What follows belongs to an exercise in optimizing a design on an open flow for small area and a short achievable clock period; a production flow would make more cautious choices.
At most, simulation tests tie the RTL to the original design; equivalence was not proved.
For run 1, only the layout was checked, not whether the RTL still works.
Power figures rest on the tool's default switching activity, not on a simulated workload.

===== flow/config.mk =====
export PLATFORM = sky130hd
export DESIGN_NAME = result_fifo_reader
export DESIGN_NICKNAME = result_fifo_reader
export VERILOG_FILES = /design/flow/design.v
export SDC_FILE = /design/flow/constraint.sdc
export NUM_CORES = 4
export LEC_CHECK = 0
export ABC_CLOCK_PERIOD_IN_PS = 2500
export CAP_MARGIN = 20
export CORE_MARGIN = 2
export CORE_UTILIZATION = 65
export CTS_BUF_LIST = sky130_fd_sc_hd__clkbuf_8
export CTS_CLUSTER_DIAMETER = 50
export CTS_CLUSTER_SIZE = 16
export SETUP_SLACK_MARGIN = 3.0
export SLEW_MARGIN = 20
export SYNTH_HIERARCHICAL = 1

===== flow/constraint.sdc =====
create_clock -name core_clock -period 5.5 [get_ports {clock}]
set_input_delay 1.1000 -clock core_clock [delete_from_list [all_inputs] [get_ports {clock}]]
set_output_delay 1.1000 -clock core_clock [all_outputs]
set_load 0.01 [all_outputs]

===== flow/design.v =====
module result_fifo_reader #(
  parameter int RESULT_WIDTH = 32,
  parameter int DEPTH_LOG2   = 6,
  parameter int DROP_WIDTH   = 16
) (
  input  logic                    clock,
  input  logic                    resetn,
  input  logic [RESULT_WIDTH-1:0] result_data,
  input  logic                    result_wr_req,
  input  logic                    clear,
  output logic [RESULT_WIDTH-1:0] bus_rd_data,
  output logic                    bus_rd_valid,
  input  logic                    bus_rd_ready,
  output logic [DEPTH_LOG2:0]     fill_count,
  output logic                    full,
  output logic                    overflow,
  output logic [DROP_WIDTH-1:0]   drop_count
);
  localparam int                     DEPTH     = 1 << DEPTH_LOG2;
  localparam logic [DEPTH_LOG2:0]    CNT_ONE   = {{DEPTH_LOG2{1'b0}}, 1'b1};
  localparam logic [DROP_WIDTH-1:0]  DROP_ONE  = {{(DROP_WIDTH-1){1'b0}}, 1'b1};
  logic [RESULT_WIDTH-1:0] row_q [DEPTH];    
  logic [RESULT_WIDTH-1:0] head_d, head_q;   
  logic [DEPTH-1:0]        used_q, used_d;   
  logic [DEPTH_LOG2:0]     count_q, count_d, count_nq;   
  logic                    valid_q, valid_d;
  logic                    full_q, full_d, full_nq;      
  logic                    ovf_q, ovf_d;
  logic [DROP_WIDTH-1:0]   drop_q, drop_d, drop_nq;      
  logic                    wr_req_q;
  logic push, pop, accept, discard, grow, shrink, head_zero;
  logic                    empty_q;          
  assign push    = result_wr_req & ~wr_req_q;
  assign pop     = ~empty_q & bus_rd_ready;
  assign accept  = push & (full_nq | pop);
  assign discard = push & ~full_nq & ~pop;
  assign grow    = accept & ~pop;
  assign shrink  = pop & ~accept;
  logic [DEPTH_LOG2:0]   count_up, count_dn;
  logic [DROP_WIDTH-1:0] drop_up;
  logic                  sel_up, sel_dn, sel_keep;
  result_fifo_step #(.W(DEPTH_LOG2 + 1)) u_count_step (
    .q(~count_nq), .up(count_up), .dn(count_dn)
  );
  result_fifo_sat_inc #(.W(DROP_WIDTH)) u_drop_inc (.q(~drop_nq), .up(drop_up));
  assign sel_up   = ~clear & grow;
  assign sel_dn   = ~clear & shrink;
  assign sel_keep = ~(clear | grow | shrink);
  always_comb begin
    count_d = ({(DEPTH_LOG2+1){sel_up}}   & count_up)
            | ({(DEPTH_LOG2+1){sel_dn}}   & count_dn)
            | ({(DEPTH_LOG2+1){sel_keep}} & ~count_nq);
    used_d  = used_q;
    ovf_d   = ovf_q;
    drop_d  = ~drop_nq;
    if (clear) begin
      used_d  = '0;
      ovf_d   = 1'b0;
      drop_d  = '0;
    end else begin
      if (grow)    used_d = {used_q[DEPTH-2:0], 1'b1};
      if (shrink)  used_d = {1'b0, used_q[DEPTH-1:1]};
      if (discard) begin
        ovf_d  = 1'b1;
        drop_d = drop_up;
      end
    end
  end
  assign valid_d = ~clear & (used_q[1] | (~empty_q & ~bus_rd_ready) | push);
  assign full_d  = ~clear & (~full_nq ? ~shrink : (used_q[DEPTH-2] & grow));
  logic [RESULT_WIDTH-1:0] stay_n [DEPTH+1];
  logic                    pop_n;
  logic [DEPTH-1:0]        used_n;
  assign pop_n  = ~pop;
  assign used_n = ~used_q;
  for (genvar j = 0; j < DEPTH; j++) begin : g_stay
    result_fifo_stay #(.W(RESULT_WIDTH)) u_stay (
      .q(row_q[j]), .d(result_data), .used(used_q[j]), .used_n(used_n[j]),
      .stay_n(stay_n[j])
    );
  end
  assign stay_n[DEPTH] = ~result_data;
  logic [RESULT_WIDTH-1:0] row_d [DEPTH];
  for (genvar i = 0; i < DEPTH; i++) begin : g_pick
    result_fifo_pick #(.W(RESULT_WIDTH)) u_pick (
      .here_n(stay_n[i]), .above_n(stay_n[i+1]), .pop(pop), .pop_n(pop_n),
      .next(row_d[i])
    );
  end
  always_ff @(posedge clock) begin
    for (int i = 0; i < DEPTH; i++) row_q[i] <= (i == 0) ? head_d : row_d[i];
  end
  assign head_zero = ~valid_d;
  always_comb begin
    if (head_zero)  head_d = '0;
    else            head_d = row_d[0];
  end
  always_ff @(posedge clock or negedge resetn) begin
    if (!resetn) begin
      head_q   <= '0;
      used_q   <= '0;
      count_q  <= '0;
      count_nq <= '1;
      valid_q  <= 1'b0;
      empty_q  <= 1'b1;
      full_q   <= 1'b0;
      full_nq  <= 1'b1;
      ovf_q    <= 1'b0;
      drop_q   <= '0;
      drop_nq  <= '1;
      wr_req_q <= 1'b1;
    end else begin
      head_q   <= head_d;
      used_q   <= used_d;
      count_q  <= count_d;
      count_nq <= ~count_d;
      valid_q  <= valid_d;
      empty_q  <= ~valid_d;
      full_q   <= full_d;
      full_nq  <= ~full_d;
      ovf_q    <= ovf_d;
      drop_q   <= drop_d;
      drop_nq  <= ~drop_d;
      wr_req_q <= result_wr_req;
    end
  end
  assign bus_rd_valid = valid_q;
  assign bus_rd_data  = head_q;
  assign fill_count   = count_q;
  assign full         = full_q;
  assign overflow     = ovf_q;
  assign drop_count   = drop_q;
endmodule
module result_fifo_stay #(
  parameter int W = 32
) (
  input  logic [W-1:0] q,
  input  logic [W-1:0] d,
  input  logic         used,
  input  logic         used_n,
  output logic [W-1:0] stay_n
);
  assign stay_n = ~((q | {W{used_n}}) & (d | {W{used}}));
endmodule
module result_fifo_pick #(
  parameter int W = 32
) (
  input  logic [W-1:0] here_n,
  input  logic [W-1:0] above_n,
  input  logic         pop,
  input  logic         pop_n,
  output logic [W-1:0] next
);
  assign next = ~((above_n | {W{pop_n}}) & (here_n | {W{pop}}));
endmodule
module result_fifo_step #(
  parameter int W = 7
) (
  input  logic [W-1:0] q,
  output logic [W-1:0] up,
  output logic [W-1:0] dn
);
  assign up = q + {{(W-1){1'b0}}, 1'b1};
  assign dn = q - {{(W-1){1'b0}}, 1'b1};
endmodule
module result_fifo_sat_inc #(
  parameter int W = 16
) (
  input  logic [W-1:0] q,
  output logic [W-1:0] up
);
  assign up = (q == '1) ? q : q + {{(W-1){1'b0}}, 1'b1};
endmodule

===== flow/run.sh =====
#!/bin/bash
# synth_recipe.tcl (not shown) runs the flow's synth.tcl, then flattens the netlist and writes it again
# the make line also repeats each setting of config.mk as NAME=value (left out here)
make -C /OpenROAD-flow-scripts/flow DESIGN_CONFIG=/design/flow/config.mk WORK_HOME=/design/flow/orfs CLKGATE_MAP_FILE= SYNTH_SCRIPT=/design/flow/synth_recipe.tcl finish

==> results of run 1 <==
==> metrics by stage <==
step / worst slack, ns / TNS [ns] / cells / utilization [%]
final: 2.807 / 0 / 9006 / 66.60
after CTS: 2.713 / 0 / 8993 / 66.34
after global routing: 2.744 / 0 / 9006 / 66.60
after floorplan: -0.6963 / -1067.02 / 7628 / -
after detailed placement: 1.467 / 0 / 8678 / 63.24
after global placement: 1.466 / 0 / 8676 / 63.20
==> worst min-delay path: cells and delay by family (launching register included) <==
kind | cells | cell delay (ns)
compound gates | 2 | 0.17
flops | 1 | 0.32
==> power by group through the flow <==
stage               Sequential, mW  Combinational, mW  Clock [mW]
floorplan                     18.6               3.32           0
finish                        18.4               4.59        9.32
global placement              18.7               4.21           0
detailed placement            18.7               4.34           0
CTS                           18.4               4.39        9.41
global route                  18.5               4.90        10.0
==> path summary, 6_finish.rpt <==
path | from | to | slack, ns | cells after the start
min reg2reg | row_q[49][30]$_DFF_P_ | row_q[49][30]$_DFF_P_ | 0.54 | 2
min in group asynchronous | resetn | head_q[27]$_DFF_PN0_ | 0.56 | 2
max reg2reg | empty_q$_DFF_PN1_ | row_q[54][1]$_DFF_P_ | 3.02 | 5
min | row_q[49][30]$_DFF_P_ | row_q[49][30]$_DFF_P_ | 0.54 | 2
max | drop_q[6]$_DFF_PN0_ | drop_count[6] | 2.81 | 1
max in group asynchronous | resetn | count_q[4]$_DFF_PN0_ | 3.65 | 3
==> registers in the layout (all words and copies together) (netlist names) <==
| name | flops |
|---|---|
| drop_nq | 16 |
| row_q | 2048 |
| used_q | 64 |
| count_nq | 7 |
| full_q | 1 |
| ovf_q | 1 |
| full_nq | 1 |
| head_q | 32 |
| drop_q | 16 |
| valid_q | 1 |
| empty_q | 1 |
| wr_req_q | 1 |
| count_q | 7 |
==> final cells by class <==
class                      count  area share [%]
timing repair inverter         1        0.009153
tap                         1637           2.497
antenna                        2        0.006102
timing repair buffer         262           3.313
clock inverter                99           1.060
multi-input combinational   4488           34.68
inverter                     126          0.5950
clock buffer                 195           3.272
sequential                  2196           54.57
==> cells by family (layout without fill, tap and decap cells) <==
group	Yosys count	count (layout)	share of synthesized area (%)
xor+xnor	18	18	0.1960
compound gates	4288	4288	33.83
buf+inv	949	683	9.166
other cells	0	2	0
mux	5	5	0.06846
flops	2196	2196	55.63
simple gates	169	174	1.058
fa+ha+maj	3	3	0.04668
==> layout by cell type, fill, tap and decap left out, types with 7 or more instances in the layout <==
cell | Yosys | layout
o22ai_1 | 4096 | 4096
dfxtp_1 | 2048 | 2048
clkbuf_8 | 0 | 196
buf_4 | 138 | 150
inv_1 | 126 | 143
dfrtp_1 | 122 | 104
nand2_1 | 65 | 65
a21oi_1 | 46 | 46
a221oi_1 | 42 | 42
buf_2 | 270 | 33
and2_1 | 32 | 32
buf_6 | 387 | 30
dfstp_2 | 26 | 26
nor2_1 | 26 | 25
clkinvlp_4 | 0 | 24
a21oi_2 | 20 | 20
a221oi_2 | 20 | 20
buf_12 | 2 | 19
dfrtp_2 | 0 | 18
inv_2 | 0 | 16
a211o_1 | 16 | 16
nor3_1 | 17 | 16
clkinv_2 | 0 | 16
bufinv_16 | 0 | 13
a211oi_1 | 17 | 12
buf_16 | 0 | 12
xnor2_1 | 11 | 11
a22o_1 | 7 | 7
o21ba_1 | 7 | 7
o21bai_1 | 7 | 7
nand3_1 | 8 | 7
xor2_1 | 7 | 7
inv_6 | 0 | 7
==> layer usage <==
metal  share of wire (%)  wire [um]  up-vias
met1                  46     113000    34497
met4                 2.6       6424        0
met5                   0          0        -
met2                  40      98670     3873
li1                    -          -    30279
met3                  11      25730      342
==> what timing repair did <==
item	4_1_cts	5_1_grt
hold endpoints to repair	14	0
hold buffers	1	0
gates cloned	11	3
pin swaps	4	0
endpoints found under the setup margin	2116	707
buffers inserted	9	2
gates resized for setup	282	29
==> impl_metrics.yaml, run 1 <==
timing:
  hold_viol_final: 0
  finalMaxSlewViolations: 0
  relSlewSlack_pct: 15.48
  holdWs_ns: 0.5373
  rsz0062_at_grt: "yes"
  setup_viol: 0
  tightest_slew_ns: 1.268
  fin_skew_ns: 0.03967
  fin_crit_sh_pct: 48.97
  fin_crit_ns: 2.693
  fmax_mhz: 371.3
logic_synthesis:
  synth_edf_count: 0
  synthesis.nets: 7668
  synth_area_um2: 80420
  synthFlopType: "dfxtp_1"
  synth.ff_latch_count: 2196
  yosys-top-cells-count: "4,096 x o22ai_1, 2,048 x dfxtp_1, 387 x buf_6"
  synth_warnings: 12
  yosysTopAreaCell: "dfxtp_1"
  syn_avg_cell_area_um2: 10.54
  synth_area_leaders: "dfxtp_1 51%, o22ai_1 32%, buf_6 5.4%"
  netlist-cell-type-count: 50
  yosysTopAreaCellShare_pct: 50.98
  synth_async_sr_flop_share_pct: 6.740
  syn-instance-count: 7628
  seq_area_frac_synth_pct: 55.63
  synth.most_common_cell: "o22ai_1"
route:
  wl_mm: 243.9
  antenna_left: 0
  drt_iter0_markers: 10889
  vias_per_cell: 7.661
  drc: 0
  post_drt_wl_per_cell_um: 27.08
  firstDrtPassIters: 6
  via_count: 68991
cts:
  htree_levels: 4
  cts_tree: "done"
  clockRootBuffer: "clkbuf_8"
  cts.clk_slew.worst_paths_ns: 0.10
  clk_latency_ns: 0.95
  ctsLongestPathBuffers: 3
  cts_sinks: 2196
  numCtsBuffers: 173
worst_setup_path:
  path_delay_family: "flip-flops"
  cp_data_required_time_ns: 4.40
  endpoint_kind: "output pin"
  cpMaxStageDelayCell: "dfrtp_2"
  start_kind: "flip-flop"
  max_stage_delay_ns: 0.50
  crit_fanout: 1
  critPathBufInv: 1
  crit_chain: "buf_6"
  path_class: "flip-flop to output pin"
  worstPathArrival_ns: 1.59
power_and_ir_drop:
  power_frac_seq_pct: 56.9
  leakage_nw: 30.38
  swShare_pct: 27.93
  p_sw_mw: 9.017
  p_clk_share_pct: 28.9
  combPwrFrac_pct: 14.2
  peakVddDrop_v: 0.0003067
  powerDensity_nw_per_um2: 393.7
  p_total_mw: 32.29
  cell_internal_pwr_mw: 23.27
global_routing:
  met2_usage_pct: 47.12
  antenna_found_initial: 5
  grt_max_degree: 255
  gr-max-usage-layer: "met1"
  overflow: 0
  grt_util_met3_pct: 6.704
  use_met1_pct: 59.42
  grt_usage_pct: 36.28
  grt_pass1_vias: 59941
  grt_pass1_wl_mm: 368.0
floorplanning:
  fp.dieW_um: 355.7
  start_util_pct: 65.30
  boundaryPins: 95
  die-area_um2: 126500
  core_area_um2: 123200
  rows: 129
  die_h_um: 355.7
layout:
  area_delta_synth_final_pct: 1.992
  final_nets: 7288
  fill_cells: 10022
  drive_gt1_share_pct: 8.782
  multi_input_area_um2: 28440
  layout.area.seq_um2: 44760
  finalInstanceArea_um2: 82020
place:
  gp_congestion: 0.8052
  dpl_cell_area_um2: 77880
  dp_hpwl_mm: 130.5
  port_buffers: 94
min_path:
  worstHoldPathType: "flip-flop to flip-flop"
flow_run:
  cap_violations: 0
status:
  status: "complete, no violations"
==> inputs of run 2 (changes only) <==
--- a/flow/design.v
+++ b/flow/design.v
@@ -27,3 +27,3 @@
   logic                    full_q, full_d, full_nq;      
-  logic                    ovf_q, ovf_d;
+  logic                    ovf_q, ovf_d, ovf_nq;         
   logic [DROP_WIDTH-1:0]   drop_q, drop_d, drop_nq;      
@@ -53,3 +53,3 @@
     used_d  = used_q;
-    ovf_d   = ovf_q;
+    ovf_d   = ~ovf_nq;
     drop_d  = ~drop_nq;
@@ -108,2 +108,3 @@
       ovf_q    <= 1'b0;
+      ovf_nq   <= 1'b1;
       drop_q   <= '0;
@@ -121,2 +122,3 @@
       ovf_q    <= ovf_d;
+      ovf_nq   <= ~ovf_d;
       drop_q   <= drop_d;
--- a/flow/config.mk
+++ b/flow/config.mk
@@ -14,3 +14,3 @@
 export CTS_CLUSTER_SIZE = 16
-export SETUP_SLACK_MARGIN = 3.0
+export SETUP_SLACK_MARGIN = 2.95
 export SLEW_MARGIN = 20
==> run 2 against run 1 <==
Global-route usage is 1.8 points lower. Synthesized cell count is 0.10% higher. First-iteration DRC count is 8.7% lower. Synthesized area is 0.28% lower. Clock skew is 0.0049 ns lower. Clock-buffer cell count is 1 higher. Cell count hardly changed. Die area is 0.28% lower. Sequential cell count is 1 higher. Cell area is 0.23% lower. Largest power group unchanged.
==> impl_metrics.yaml, run 2 <==
worst_setup_path:
  worst_r2r_endpoint: "row_q[40][2]$_DFF_P_"
  crit_path_end: "row_q[15][30]$_DFF_P_"
  endpoint_kind: "flip-flop"
  crit_fanout: 209
  worstPathArrival_ns: 3.48
  timing.rr.start: "empty_q$_DFF_PN1_"
  cp_data_required_time_ns: 6.27
  path_class: "input port to flip-flop"
  r2r.worst_path.cells: 5
  start_kind: "input port"
  setup.worst_path.start: "bus_rd_ready"
  reg2reg_slack_ns: 3.05
global_routing:
  overflow: 0
  grt_usage_pct: 34.43
  antenna_found_initial: 2
  grt_pass1_vias: 60734
  grt_pass1_wl_mm: 357.2
  grt_max_degree: 228
timing:
  tightest_slew_ns: 1.116
  finalMaxSlewViolations: 0
  relSlewSlack_pct: 25.51
  hold_viol_final: 0
  setup_tns_ns: 0
  fmax_mhz: 369.7
  setup_viol: 0
  finalWorstSetupSlack_ns: 2.795
  rsz0062_at_grt: "yes"
  fin_crit_ns: 2.705
  fin_skew_ns: 0.03479
  fin_crit_sh_pct: 49.19
floorplanning:
  fp.dieW_um: 355.2
  die-area_um2: 126200
  rows: 128
  start_util_pct: 65.71
  boundaryPins: 95
  die_h_um: 355.2
  core_area_um2: 122000
status:
  status: "complete, no violations"
cts:
  clk_latency_ns: 0.95
  htree_levels: 4
  clockRootBuffer: "clkbuf_8"
  cts_sinks: 2197
  cts.clk_slew.worst_paths_ns: 0.09
  ctsLongestPathBuffers: 3
  cts_tree: "done"
  numCtsBuffers: 172
logic_synthesis:
  yosys-top-cells-count: "4,096 x o22ai_1, 2,048 x dfxtp_1, 387 x buf_6"
  yosysTopAreaCellShare_pct: 51.13
  syn-instance-count: 7636
  synth_warnings: 12
  yosysTopAreaCell: "dfxtp_1"
  netlist-cell-type-count: 42
  synth_async_sr_flop_share_pct: 6.782
  synth.ff_latch_count: 2197
  seq_area_frac_synth_pct: 55.82
  synthesis.nets: 7676
  synth_area_leaders: "dfxtp_1 51%, o22ai_1 32%, buf_6 5.4%"
  syn_avg_cell_area_um2: 10.50
  synth.most_common_cell: "o22ai_1"
  synth_area_um2: 80190
  synthFlopType: "dfxtp_1"
  synth_edf_count: 0
place:
  gp_congestion: 0.8018
  port_buffers: 94
  dp_slack_ns: 1.213
  numPlacedInstances: 8688
  dp_hpwl_mm: 123.6
layout:
  largest_reg_flops: 2048
  regMostFlops: "row_q"
  drive_gt1_share_pct: 8.026
  reg_top3: "row_q (2048), used_q (64), head_q (32)"
  fill_cells: 9959
  final_common_cell: "o22ai_1"
  fin_cells: 9004
  final_nets: 7305
  layout_common_cells: "4,096 x o22ai_1, 2,048 x dfxtp_1, 198 x clkbuf_8, 163 x buf_4, 149 x inv_1"
  area_delta_synth_final_pct: 2.044
route:
  post_drt_wl_per_cell_um: 26.02
  drt_iter0_markers: 9943
  wl_mm: 234.3
  drc: 0
  vias_per_cell: 7.577
  firstDrtPassIters: 9
  via_count: 68220
  antenna_left: 0
power_and_ir_drop:
  cell_internal_pwr_mw: 23.62
  power_frac_seq_pct: 56.6
  leakage_nw: 30.31
  p_clk_share_pct: 29.5
  p_total_mw: 32.49
  swShare_pct: 27.31
  peakVddDrop_v: 0.0002933
  p_sw_mw: 8.871
  combPwrFrac_pct: 13.9
  powerDensity_nw_per_um2: 397.0
flow_run:
  cap_violations: 0
min_path:
  worstHoldPathType: "input port to async pin"
==> run 2: worst max-delay path: stages <==
cell	delay [ns]
clkdlybuf4s50_1	0.76
nand2b_4	0.10
buf_12	0.17
clkinv_16	0.19
buf_12	0.55
o22ai_1	0.21
==> run 2: kinds of logic (layout without fill, tap and decap cells) <==
group	after synthesis	count (layout)	synth area share, %
AOI/OAI and AO/OA	4283	4283	33.67
xor gates and xnor gates	18	18	0.1966
adders and majority gates	3	3	0.04681
buffers and inverters	948	679	9.105
DFF	2197	2197	55.82
muxes	4	4	0.05617
other	0	3	0
and+or+nand+nor	183	192	1.108
==> run 2: metal layers <==
layer	GRT usage, %	routed length [um]	up-vias
met5	0	11	-
met4	10.28	5762	2
met3	5.292	20360	316
met2	49.87	101400	3403
met1	52.82	106800	34212
li1	-	-	30287
==> run 2: final cells by class <==
type / instances / area (um^2) / area share, %
sequential: 2197 / 44760 / 54.71
timing repair buffer: 268 / 2595 / 3.171
inverter: 126 / 503.0 / 0.6147
clock inverter: 89 / 960.9 / 1.174
clock buffer: 196 / 2698 / 3.297
tap: 1625 / 2033 / 2.485
antenna: 3 / 7.507 / 0.009174
multi-input combinational: 4500 / 28270 / 34.54
==> run 2: worst min-delay path by stage <==
stage | slack [ns] | to | startpoint | depth (start not counted)
5_1_grt | 0.24 | head_q[26]$_DFF_PN0_ | resetn | 1
2_1_floorplan | 0.49 | row_q[10][30]$_DFF_P_ | row_q[10][30]$_DFF_P_ | 2
6_report | 0.20 | head_q[26]$_DFF_PN0_ | resetn | 1
3_5_place_dp | 0.51 | ovf_nq$_DFF_PN1_ | ovf_nq$_DFF_PN1_ | 1
4_1_cts | 0.18 | head_q[26]$_DFF_PN0_ | resetn | 1
3_3_place_gp | 0.50 | row_q[62][30]$_DFF_P_ | row_q[62][30]$_DFF_P_ | 2
==> run 2: what timing repair did <==
action                      CTS  global route
buffers inserted              5             5
setup endpoints to repair  1787          1332
pin swaps                     3             3
cloned                        5            10
gates resized for setup     270            36
hold buffers                  0             0
==> run 2: stage by stage <==
| stage | hold slack, ns | area (um^2) | utilization (%) |
|---|---|---|---|
| 2_1_floorplan | 0.4914 | 80240 | - |
| 5_1_grt | 0.2387 | 81820 | 67.05 |
| 3_3_place_gp | 0.5029 | 77700 | 63.67 |
| 3_5_place_dp | 0.5147 | 77750 | 63.71 |
| 6_report | 0.1964 | 81830 | 67.05 |
| 4_1_cts | 0.1795 | 81380 | 66.69 |
==> run 2: power groups by stage <==
stage / combinational, mW / clock, mW / sequential (mW)
after global placement: 4.17 / 0 / 18.7
after CTS: 4.32 / 9.65 / 18.4
after floorplan: 3.31 / 0 / 18.6
after global routing: 4.85 / 10.3 / 18.5
final: 4.53 / 9.57 / 18.4
after detailed placement: 4.29 / 0 / 18.7
==> inputs of run 3 (changes only) <==
==> flow/flow/run.sh (new file) <==
#!/bin/bash
# The standard layout (the standard.sh, standard synthesis included), with one
# change: the port buffers that buffer_ports inserts are buf_4 cells instead of the
# slow delay cell it picks by itself, so the resizer starts from a fast buffer.
set -euo pipefail
export BUFFER_PORTS_ARGS="-buffer_cell sky130_fd_sc_hd__buf_4"
bash standard.sh > standard.log 2>&1
==> flow/standard.sh (new file) <==
#!/bin/bash
# synth_recipe.tcl (not shown) runs the flow's synth.tcl, then flattens the netlist and writes it again
# the make line also repeats each setting of config.mk as NAME=value (left out here)
make -C /OpenROAD-flow-scripts/flow DESIGN_CONFIG=/design/flow/config.mk WORK_HOME=/design/flow/orfs CLKGATE_MAP_FILE= SYNTH_SCRIPT=/design/flow/synth_recipe.tcl "${@:-finish}"
removed: flow/run.sh
==> run 3 against run 2 <==
Global-route usage rose by 0.12 points. Synthesized cell count did not move. Largest cell class unchanged. Synthesized area did not move. Cell area is essentially flat. Wire length is 1.5% lower. Combinational power barely moved. Largest power group unchanged. Still clean. Hold slack got worse by 0.010 ns. Clock-buffer cell count did not move. Critical endpoint is now drop_count[4].
==> impl_metrics.yaml, run 3 <==
status:
  status: "complete, no violations"
timing:
  relSlewSlack_pct: 27.18
  fin_crit_sh_pct: 47.32
  fmax_mhz: 384.2
  finalWorstSetupSlack_ns: 2.897
  rsz0062_at_grt: "yes"
  tightest_slew_ns: 1.091
  setup_tns_ns: 0
  finalMaxSlewViolations: 0
  hold_viol_final: 0
  fin_crit_ns: 2.603
  setup_viol: 0
  fin_skew_ns: 0.03212
floorplanning:
  rows: 128
  core_area_um2: 122000
  boundaryPins: 95
  start_util_pct: 65.71
  fp.dieW_um: 355.2
  die-area_um2: 126200
  die_h_um: 355.2
logic_synthesis:
  yosysTopAreaCellShare_pct: 51.13
  syn_avg_cell_area_um2: 10.50
  yosysTopAreaCell: "dfxtp_1"
  synthFlopType: "dfxtp_1"
  yosys-top-cells-count: "4,096 x o22ai_1, 2,048 x dfxtp_1, 387 x buf_6"
  synthesis.nets: 7676
  synth.ff_latch_count: 2197
  netlist-cell-type-count: 42
  seq_area_frac_synth_pct: 55.82
  synth.most_common_cell: "o22ai_1"
  syn-instance-count: 7636
  synth_async_sr_flop_share_pct: 6.782
  synth_area_leaders: "dfxtp_1 51%, o22ai_1 32%, buf_6 5.4%"
  synth_area_um2: 80190
  synth_edf_count: 0
  synth_warnings: 12
worst_setup_path:
  crit_fanout: 1
  timing.rr.start: "empty_q$_DFF_PN1_"
  path_class: "flip-flop to output pin"
  critPathBufInv: 1
  endpoint_kind: "output pin"
  path_delay_family: "flip-flops"
  setup.worst_path.start: "drop_q[4]$_DFF_PN0_"
  start_kind: "flip-flop"
  max_stage_delay_ns: 0.42
  crit_chain: "buf_6"
  cpMaxStageDelayCell: "dfrtp_1"
  cp_data_required_time_ns: 4.40
  worstPathArrival_ns: 1.50
route:
  drt_iter0_markers: 10034
  vias_per_cell: 7.587
  post_drt_wl_per_cell_um: 25.63
  firstDrtPassIters: 5
  drc: 0
  via_count: 68324
  antenna_left: 0
  wl_mm: 230.8
cts:
  cts.clk_slew.worst_paths_ns: 0.09
  cts_sinks: 2197
  ctsLongestPathBuffers: 3
  cts_tree: "done"
  hold_buffers: 0
  htree_levels: 4
  clk_latency_ns: 0.96
  clockRootBuffer: "clkbuf_8"
  numCtsBuffers: 174
layout:
  multi_input_area_um2: 28160
  layout.area.seq_um2: 44760
  finalInstanceArea_um2: 81810
  largest_reg_flops: 2048
  final_nets: 7297
  regMostFlops: "row_q"
  layout_common_cells: "4,096 x o22ai_1, 2,048 x dfxtp_1, 196 x clkbuf_8, 166 x buf_4, 143 x inv_1"
  reg_top3: "row_q (2048), used_q (64), head_q (32)"
  drive_gt1_share_pct: 8.105
  utilization_pct: 67.04
  area_delta_synth_final_pct: 2.022
  final_common_cell: "o22ai_1"
  fill_cells: 9883
global_routing:
  overflow: 0
  grt_pass1_vias: 62146
  grt_pass1_wl_mm: 358.6
  grt_max_degree: 233
  antenna_found_initial: 2
  grt_usage_pct: 34.54
place:
  port_buffers: 94
  dp_hpwl_mm: 126.4
  gp_congestion: 0.8041
  dp_slack_ns: 2.049
  dpl_cell_area_um2: 77640
power_and_ir_drop:
  combPwrFrac_pct: 14.0
  swShare_pct: 27.75
  powerDensity_nw_per_um2: 393.1
  p_sw_mw: 8.923
  power_frac_seq_pct: 57.2
  p_clk_share_pct: 28.8
  peakVddDrop_v: 0.0002885
  leakage_nw: 30.24
  cell_internal_pwr_mw: 23.24
flow_run:
  cap_violations: 0
min_path:
  worstHoldPathType: "input port to async pin"
[run 3: timing repair]
item                                    in CTS  in global routing
endpoints found under the setup margin     779               1207
resized for setup                           65                 12
setup buffers                                0                  2
pin swaps                                    0                  1
hold endpoints to repair                     0                  0
cloned                                       3                  1
[run 3: path summary, 6_finish.rpt]
kind	slack (ns)	cells past startpoint	end
max	2.90	1	drop_count[4]
min	0.19	1	head_q[26]$_DFF_PN0_
max reg2reg	2.98	5	used_q[34]$_DFFE_PN0P_
min reg2reg	0.52	1	ovf_nq$_DFF_PN1_
max in group asynchronous	4.31	2	used_q[47]$_DFFE_PN0P_
min in group core_clock	0.27	1	wr_req_q$_DFF_PN1_
[run 3: power by group through the flow]
stage	Clock (mW)	Sequential, mW	Combinational, mW
6_report	9.25	18.4	4.52
5_1_grt	9.95	18.5	4.84
4_1_cts	9.34	18.4	4.33
3_5_place_dp	0	18.7	4.29
3_3_place_gp	0	18.7	4.17
2_1_floorplan	0	18.6	3.31
[run 3: final cells by class]
class	count	area share, %
multi-input cells	4491	34.42
inverters	126	0.6194
diodes	2	0.006118
flip-flops and latches	2197	54.72
clock buffers	196	3.297
well taps	1625	2.485
clock inverters	101	1.026
repair buffers	267	3.426
[run 3: through the flow]
step | std cells | total power [mW] | hold slack, ns
2_1_floorplan | 7636 | 21.94 | 0.4914
3_3_place_gp | 8691 | 22.85 | 0.5034
3_5_place_dp | 8691 | 23.03 | 0.5121
4_1_cts | 8991 | 32.05 | 0.1633
5_1_grt | 9005 | 33.34 | 0.2157
6_report | 9005 | 32.16 | 0.1862
[run 3: kinds of logic after synthesis]
logic type,Yosys count,synth area share (%)
adder cells (fa/ha/maj),3,0.04681
AO/OA/AOI/OAI,4283,33.67
multiplexers,4,0.05617
AND/OR/NAND/NOR,183,1.108
XOR/XNOR,18,0.1966
buffers and inverters,948,9.105
flip-flops,2197,55.82
[run 3: routing by layer]
metal	wire length (um)	vias up	global-route usage, %
met5	81	-	0.4528
met4	6404	2	10.95
met3	20500	332	5.964
met2	100200	3297	50.18
met1	103700	34408	52.16
li1	-	30285	-
==> inputs of run 4 (changes only) <==
--- a/flow/config.mk
+++ b/flow/config.mk
@@ -14,3 +14,3 @@
 export CTS_CLUSTER_SIZE = 16
-export SETUP_SLACK_MARGIN = 2.95
+export SETUP_SLACK_MARGIN = 3.15
 export SLEW_MARGIN = 20
==> run 4 against run 3 <==
Still clean on timing, DRC and antenna. First-iteration DRC count grew 1.4%. Cell count grew 0.33%. Synthesized cell count is the same. Hold slack lost 0.0073 ns. Wire length grew 2.6%. Critical path depth is the same. Utilization grew 0.39 points. Register-to-register slack gained 0.23 ns. Setup slack is essentially flat. Sequential cell count is the same. Total power grew 0.24%.
==> impl_metrics.yaml, run 4 <==
status:
  status: "complete, no violations"
route:
  drt_iter0_markers: 10173
  antenna_left: 0
  via_count: 69066
  vias_per_cell: 7.644
  drc: 0
  wl_mm: 236.9
  post_drt_wl_per_cell_um: 26.22
  firstDrtPassIters: 9
floorplanning:
  die_h_um: 355.2
  fp.dieW_um: 355.2
  rows: 128
  core_area_um2: 122000
  die-area_um2: 126200
  boundaryPins: 95
  start_util_pct: 65.71
timing:
  fin_skew_ns: 0.03354
  setup_viol: 0
  hold_viol_final: 0
  rsz0062_at_grt: "yes"
  fmax_mhz: 384.3
  setup_tns_ns: 0
  finalMaxSlewViolations: 0
  tightest_slew_ns: 1.125
  fin_crit_sh_pct: 47.31
  relSlewSlack_pct: 24.90
  fin_crit_ns: 2.602
logic_synthesis:
  synth_mux_area_share_pct: 0.05617
  seq_area_frac_synth_pct: 55.82
  synth_area_leaders: "dfxtp_1 51%, o22ai_1 32%, buf_6 5.4%"
  yosysTopAreaCell: "dfxtp_1"
  synth_async_sr_flop_share_pct: 6.782
  synth_top_family_by_area: "compound AO/OA/AOI/OAI gates"
  synth_edf_count: 0
  netlist-cell-type-count: 42
  synth.most_common_cell: "o22ai_1"
  yosys-top-cells-count: "4,096 x o22ai_1, 2,048 x dfxtp_1, 387 x buf_6"
  syn-instance-count: 7636
  yosysTopAreaCellShare_pct: 51.13
  synth.ff_latch_count: 2197
  synth_fa_ha_area_share_pct: 0.04681
  synth-simple-area-share_pct: 1.108
  synthFlopType: "dfxtp_1"
  synthesis.nets: 7676
  syn_avg_cell_area_um2: 10.50
  synth_xor_area_share_pct: 0.1966
  synth_compound_area_share_pct: 33.67
  synth_area_um2: 80190
  synth_warnings: 12
layout:
  largest_reg_flops: 2048
  utilization_pct: 67.43
  final_nets: 7327
  reg_top3: "row_q (2048), used_q (64), head_q (32)"
  area_delta_synth_final_pct: 2.623
  fill_cells: 9830
  regMostFlops: "row_q"
  final_common_cell: "o22ai_1"
  drive_gt1_share_pct: 8.612
  layout_common_cells: "4,093 x o22ai_1, 2,048 x dfxtp_1, 196 x clkbuf_8, 174 x buf_4, 140 x inv_1"
  fin_cells: 9035
power_and_ir_drop:
  powerDensity_nw_per_um2: 391.7
  p_total_mw: 32.24
  peakVddDrop_v: 0.0002918
  leakage_nw: 30.45
worst_setup_path:
  max_stage_delay_ns: 0.42
  path_delay_family: "flip-flops"
  timing.rr.start: "used_q[26]$_DFFE_PN0P_"
  worstPathArrival_ns: 1.50
  worst_r2r_endpoint: "row_q[26][13]$_DFF_P_"
  endpoint_kind: "output pin"
  crit_fanout: 1
  crit_chain: "buf_6"
  r2r.worst_path.cells: 4
  critPathBufInv: 1
  cpMaxStageDelayCell: "dfrtp_1"
  cp_data_required_time_ns: 4.40
  reg2reg_slack_ns: 3.21
  path_class: "flip-flop to output pin"
  start_kind: "flip-flop"
place:
  gp_congestion: 0.8041
  port_buffers: 94
  dp_hpwl_mm: 126.4
  numPlacedInstances: 8691
cts:
  cts_sinks: 2197
  numCtsBuffers: 174
  clockRootBuffer: "clkbuf_8"
  ctsLongestPathBuffers: 3
  clk_latency_ns: 0.96
  cts_tree: "done"
  htree_levels: 4
  cts.clk_slew.worst_paths_ns: 0.09
global_routing:
  use_met1_pct: 52.79
  gr-max-usage-layer: "met1"
  grt_max_degree: 161
  grt_pass1_vias: 62477
  grt_util_met3_pct: 6.056
  antenna_found_initial: 3
  grt_usage_pct: 34.97
  met2_usage_pct: 50.75
  grt_pass1_wl_mm: 362.0
  overflow: 0
min_path:
  worstHoldPathType: "input port to async pin"
flow_run:
  cap_violations: 0
## run 4: cell count changes in the layout (fill, tap and decap cells not counted), sizes merged
| cell | previous run | this run |
|---|---|---|
| buf | 261 | 279 |
| clkinvlp | 19 | 25 |
| and3 | 4 | 7 |
| clkbuf | 199 | 202 |
| inv | 167 | 165 |
| nand3 | 16 | 18 |
## run 4: kinds of logic after synthesis
logic type | Yosys count
AOI/OAI and AO/OA | 4283
xor gates and xnor gates | 18
adders and majority gates | 3
buffers and inverters | 948
DFF | 2197
muxes | 4
and+or+nand+nor | 183
## run 4: what timing repair did
item | in CTS | in global routing
resized for setup | 79 | 24
gates cloned | 8 | 10
setup endpoints to repair | 1803 | 816
pin swaps | 3 | 3
hold buffers | 0 | 0
setup buffers | 7 | 11
## run 4: worst max path at each step
| stage | to | depth (start not counted) | slack [ns] | start |
|---|---|---|---|---|
| 6_report | drop_count[4] | 1 | 2.90 | drop_q[4]$_DFF_PN0_ |
| 5_1_grt | drop_count[8] | 1 | 2.85 | drop_q[8]$_DFF_PN0_ |
| 4_1_cts | drop_count[4] | 1 | 2.83 | drop_q[4]$_DFF_PN0_ |
| 3_5_place_dp | row_q[19][2]$_DFF_P_ | 5 | 2.05 | bus_rd_ready |
| 3_3_place_gp | row_q[19][24]$_DFF_P_ | 5 | 2.07 | bus_rd_ready |
| 2_1_floorplan | drop_nq[10]$_DFF_PN1_ | 7 | 1.79 | bus_rd_ready |
## run 4: metrics by stage
step | hold WS, ns | worst slack (ns) | instance area (um^2)
after floorplan | 0.4914 | 1.785 | 80240
after global placement | 0.5034 | 2.069 | 77640
after detailed placement | 0.5121 | 2.049 | 77640
after CTS | 0.1633 | 2.829 | 81750
after global routing | 0.2157 | 2.847 | 82290
final | 0.1789 | 2.898 | 82290
## run 4: cell type report
class                   instances  area [um^2]  share of cell area (%)
well taps                    1625         2033                   2.471
clock inverters               101        839.6                   1.020
repair inverters                4        40.04                 0.04865
clock buffers                 196         2698                   3.278
diodes                          2        5.005                0.006082
inverters                     126        521.8                  0.6340
multi-input cells            4496        28260                   34.34
repair buffers                288         3133                   3.807
flip-flops and latches       2197        44760                   54.40
## run 4: routing by layer
metal	vias to the layer above	part of all wire [%]
li1	30355	-
met1	34736	44
met2	3607	43
met3	366	9.7
met4	2	2.8
met5	-	0.034
## run 4: where the power goes
| part | internal (mW) | leakage, nW | total (mW) | switching (mW) |
|---|---|---|---|---|
| Clock | 3.85 | 1.92 | 9.25 | 5.40 |
| Sequential | 17.9 | 19.2 | 18.4 | 0.526 |
| Combinational | 1.54 | 9.31 | 4.59 | 3.05 |

-- static timing again, ports no longer ideal --
No port has a modelled driver above. Below, the same layouts with a new extraction and two added sets of constraints.
Step 1 sets driving cells, clkbuf_16 on the clock port and buf_2 on the other inputs (assumed; they add their load-dependent delay and slew).
Step 2 adds t to the input delays and takes it off the output delays; t is the mean of the earliest and latest rising clock arrival at the registers after step 1. Input paths then give back, and output paths get back, about the clock's delay inside the block.
a / b / c = no drivers / after step 1 / after step 2; a / b = the first two.
| run | shift t [ns] | setup WS [ns] | slew at the worst register clock pin (ns) |
|---|---|---|---|
| run 1 | 1.011 | 2.807 / 2.729 / 1.978 | 0.11 / 0.11 |
| run 2 | 1.010 | 2.795 / 2.802 / 1.803 | 0.11 / 0.11 |
| run 3 | 1.022 | 2.897 / 2.817 / 2.296 | 0.11 / 0.11 |
| run 4 | 1.026 | 2.898 / 2.819 / 2.553 | 0.11 / 0.11 |
After both steps every run listed still meets setup and hold. For run 2, which loses most, drivers alone change the setup slack by +0.007 ns; drivers and shift together by -0.992 ns.
